Source: an optimization exercise on an open RTL-to-GDS flow (aim: small area, a short achievable clock period and few clock cycles). Production flows keep margins and buffers that such runs may drop. Power figures rest on the tool's default switching activity, not on a simulated workload.

// usb_audio_unpack_volume
module usb_audio_unpack_volume (
  input  wire logic               clk,
  input  wire logic               rst_n,
  input  wire logic               in_valid,
  output logic                    in_stall,
  input  wire logic [7:0]         in_data_byte,
  input  wire logic               in_last_byte,
  output logic                    out_valid,
  input  wire logic               out_stall,
  output logic signed [31:0]      out_left_sample,
  output logic signed [31:0]      out_right_sample,
  output logic                    out_last_frame,
  input  wire logic               cfg_wr_en,
  input  wire logic [1:0]         cfg_index,
  input  wire logic [15:0]        cfg_data
);
Settings: LEC_CHECK=0, CAP_MARGIN=20, CORE_MARGIN=2, CORE_UTILIZATION=40, SETUP_SLACK_MARGIN=5, SLEW_MARGIN=20; clock period 10.0 ns.
standard.sh (not shown) runs the stock make flow with config.mk's settings and CLKGATE_MAP_FILE= SYNTH_SCRIPT=/design/flow/synth_recipe.tcl, a recipe that flattens the netlist after the stock synthesis.
==> flow/flow/run.sh <==
#!/bin/bash
set -euo pipefail
bash standard.sh SETUP_SLACK_MARGIN=7 "BUFFER_PORTS_ARGS=-buffer_cell sky130_fd_sc_hd__buf_1" finish > standard_make.log 2>&1
Then changed:
--- a/flow/design.v
+++ b/flow/design.v
@@ -116,27 +116,24 @@
       7'd97: g = 30'h00001d9f;
       7'd98: g = 30'h00001a66;
       7'd99: g = 30'h00001787;
       7'd100: g = 30'h000014f8;
       default: g = 30'h000014f8;
     endcase
     gain_table = g;
   endfunction
-  function automatic logic [8:0] vol_code(input logic [15:0] vol);
-    vol_code = {vol[15], ~vol[14:8], vol[7:0] == 8'd0};
-  endfunction
-  function automatic logic [GAIN_IDX_W-1:0] gain_index(input logic [8:0] code);
+  function automatic logic [GAIN_IDX_W-1:0] gain_index(input logic [15:0] vol);
     logic [6:0] n;
     logic       z;
     logic       big;
-    n   = code[7:1];
-    z   = code[0];
+    n   = ~vol[14:8];
+    z   = vol[7:0] == 8'd0;
     big = n[6] & n[5] & (n[4] | n[3] | n[2]) | (n == 7'd99) & z;   
-    if (!code[8]) begin
+    if (!vol[15]) begin
       gain_index = '0;
     end else if (big) begin
       gain_index = GAIN_IDX_W'(VOLUME_STEPS - 1);
     end else begin
       gain_index = n + {6'd0, z};
     end
   endfunction
 endpackage
@@ -150,34 +147,31 @@
   input  wire logic                 in_stall,
   input  wire logic [7:0]           in_data_byte,
   input  wire logic                 in_last_byte,
   input  wire logic                 cfg_wr_en,
   input  wire logic [1:0]           cfg_index,
   input  wire logic [15:0]          cfg_data,
   output logic                      emit,         
   output logic                      emit_here,    
-  output logic                      vol_wr,       
   output logic                      e_acc,
   output logic                      l_acc,
   output logic                      e_no,
   output logic                      l_no,
   output logic [31:0]               frm_left,
   output logic [31:0]               frm_right,
   output logic                      frm_last,
   output logic [1:0]                frm_res_l,    
   output logic [1:0]                frm_res_r,
   output logic [6:0]                idx_l,        
   output logic [6:0]                idx_r
 );
   logic [1:0]  res_r, res_nxt;
   logic [6:0]  idx_l_r, idx_r_r;
-  logic        vol_wr_r;        
-  logic        vol_ch_r;        
-  logic [8:0]  vol_code_r;
+  logic [6:0]  cfg_idx;
   logic [2:0]  byte_pos_r, byte_pos_nxt;
   logic [23:0] partial_r, partial_nxt;
   logic [31:0] held_left_r, held_left_nxt;
   logic [1:0]  held_res_r, held_res_nxt;
   logic        accept;
   logic        unsupported;
   logic [1:0]  k;
   logic        second;
@@ -214,35 +208,28 @@
       default: pos_decode = {2'd0, 1'b0, 1'b0, 3'd0};   
     endcase
   endfunction
   assign accept = in_valid && !in_stall;
   always_comb begin
     res_nxt = res_r;
     if (cfg_wr_en && cfg_index == uavol_pkg::CFG_RESOLUTION) res_nxt = cfg_data[1:0];
   end
-  assign vol_wr = cfg_wr_en && (cfg_index == uavol_pkg::CFG_LEFT_VOLUME ||
-                                cfg_index == uavol_pkg::CFG_RIGHT_VOLUME);
+  assign cfg_idx = uavol_pkg::gain_index(cfg_data);
   always_ff @(posedge clk) begin
     if (!rst_n) begin
-      res_r    <= uavol_pkg::RES_16;
-      idx_l_r  <= '0;
-      idx_r_r  <= '0;
-      vol_wr_r <= 1'b0;
+      res_r   <= uavol_pkg::RES_16;
+      idx_l_r <= '0;
+      idx_r_r <= '0;
     end else begin
-      res_r    <= res_nxt;
-      vol_wr_r <= vol_wr;
-      if (vol_wr_r && !vol_ch_r) idx_l_r <= uavol_pkg::gain_index(vol_code_r);
-      if (vol_wr_r &&  vol_ch_r) idx_r_r <= uavol_pkg::gain_index(vol_code_r);
+      res_r <= res_nxt;
+      if (cfg_wr_en && cfg_index == uavol_pkg::CFG_LEFT_VOLUME)  idx_l_r <= cfg_idx;
+      if (cfg_wr_en && cfg_index == uavol_pkg::CFG_RIGHT_VOLUME) idx_r_r <= cfg_idx;
     end
   end
-  always_ff @(posedge clk) begin
-    vol_ch_r   <= cfg_index == uavol_pkg::CFG_RIGHT_VOLUME;
-    vol_code_r <= uavol_pkg::vol_code(cfg_data);
-  end
   always_comb begin
     unsupported = (res_r == uavol_pkg::RES_NONE);
     {k, second, sample_done, pos_inc} = pos_decode(res_r, byte_pos_r);
     w_join      = {8'd0, partial_r} | ({24'd0, in_data_byte} << {k, 3'd0});
     w_sample    = w_join;
     emit_here   = !unsupported && sample_done && second;
     emit        = accept && emit_here;
   end
@@ -481,51 +468,49 @@
   output logic                    out_last_frame,
   input  wire logic               cfg_wr_en,
   input  wire logic [1:0]         cfg_index,
   input  wire logic [15:0]        cfg_data
 );
   logic             in_stall_r;
   logic             emit;
   logic             emit_here;
-  logic             vol_wr;
   logic             e_acc, l_acc, e_no, l_no;
   logic             free_ahead;
   logic             held_free_ahead;
   logic             accept;
   logic [31:0]      frm_left;
   logic [31:0]      frm_right;
   logic             frm_last;
   logic [1:0]       frm_res_l;
   logic [1:0]       frm_res_r;
   logic [6:0]       idx_l;
   logic [6:0]       idx_r;
   always_ff @(posedge clk) begin
     if (!rst_n) begin
       in_stall_r <= 1'b0;
     end else begin
-      if (accept) in_stall_r <= !emit_here && (e_acc && (!free_ahead || vol_wr) || l_acc && !held_free_ahead);
-      else        in_stall_r <= e_no && (!free_ahead || vol_wr) || l_no && !held_free_ahead;
+      if (accept) in_stall_r <= !emit_here && (e_acc && !free_ahead || l_acc && !held_free_ahead);
+      else        in_stall_r <= e_no && !free_ahead || l_no && !held_free_ahead;
     end
   end
   assign in_stall = in_stall_r;
   assign accept   = in_valid && !in_stall_r;
   uavol_unpack u_unpack (
     .clk          (clk),
     .rst_n        (rst_n),
     .in_valid     (in_valid),
     .in_stall     (in_stall_r),
     .in_data_byte (in_data_byte),
     .in_last_byte (in_last_byte),
     .cfg_wr_en    (cfg_wr_en),
     .cfg_index    (cfg_index),
     .cfg_data     (cfg_data),
     .emit         (emit),
     .emit_here    (emit_here),
-    .vol_wr       (vol_wr),
     .e_acc        (e_acc),
     .l_acc        (l_acc),
     .e_no         (e_no),
     .l_no         (l_no),
     .frm_left     (frm_left),
     .frm_right    (frm_right),
     .frm_last     (frm_last),
     .frm_res_l    (frm_res_l),
The new run completed with no timing, DRC or antenna violations.
Via count rises by 3.4%.
Cell area rises by 2.5%.
Utilization goes up by 1.6 points.
Total power is lower by 8.6%.
Synthesized area drops by 1.4%.
No functional check of the RTL was part of any run of this note.

re-timing with driven ports:
No port has a modelled driver above. Below, the same layouts with a new extraction and two added sets of constraints.
Step 1, drivers: a clkbuf_16 drives clk and a buf_2 each remaining input, both assumed.
Step 2, shift: input delay + t, output delay - t, t = (earliest + latest rising clock arrival at the registers) / 2. This alone moves slack from input paths to output paths.
Three values: ideal ports, drivers, drivers and shift; two values: the first two.
run | t (ns) | slack for setup (ns) | worst setup path after step 2 | worst register clock-pin slew, ns | worst slew at a driven data input, ns
the first run | 0.623 | 6.643 / 6.643 / 6.422 | input to register | 0.07 / 0.07 | 0.05
the second run | 0.601 | 6.671 / 6.708 / 6.107 | input to register | 0.07 / 0.07 | 0.06
After both steps every run listed still meets setup and hold. The setup slack of the second run, which loses most, moves by +0.037 ns with the drivers and by -0.564 ns with both steps.
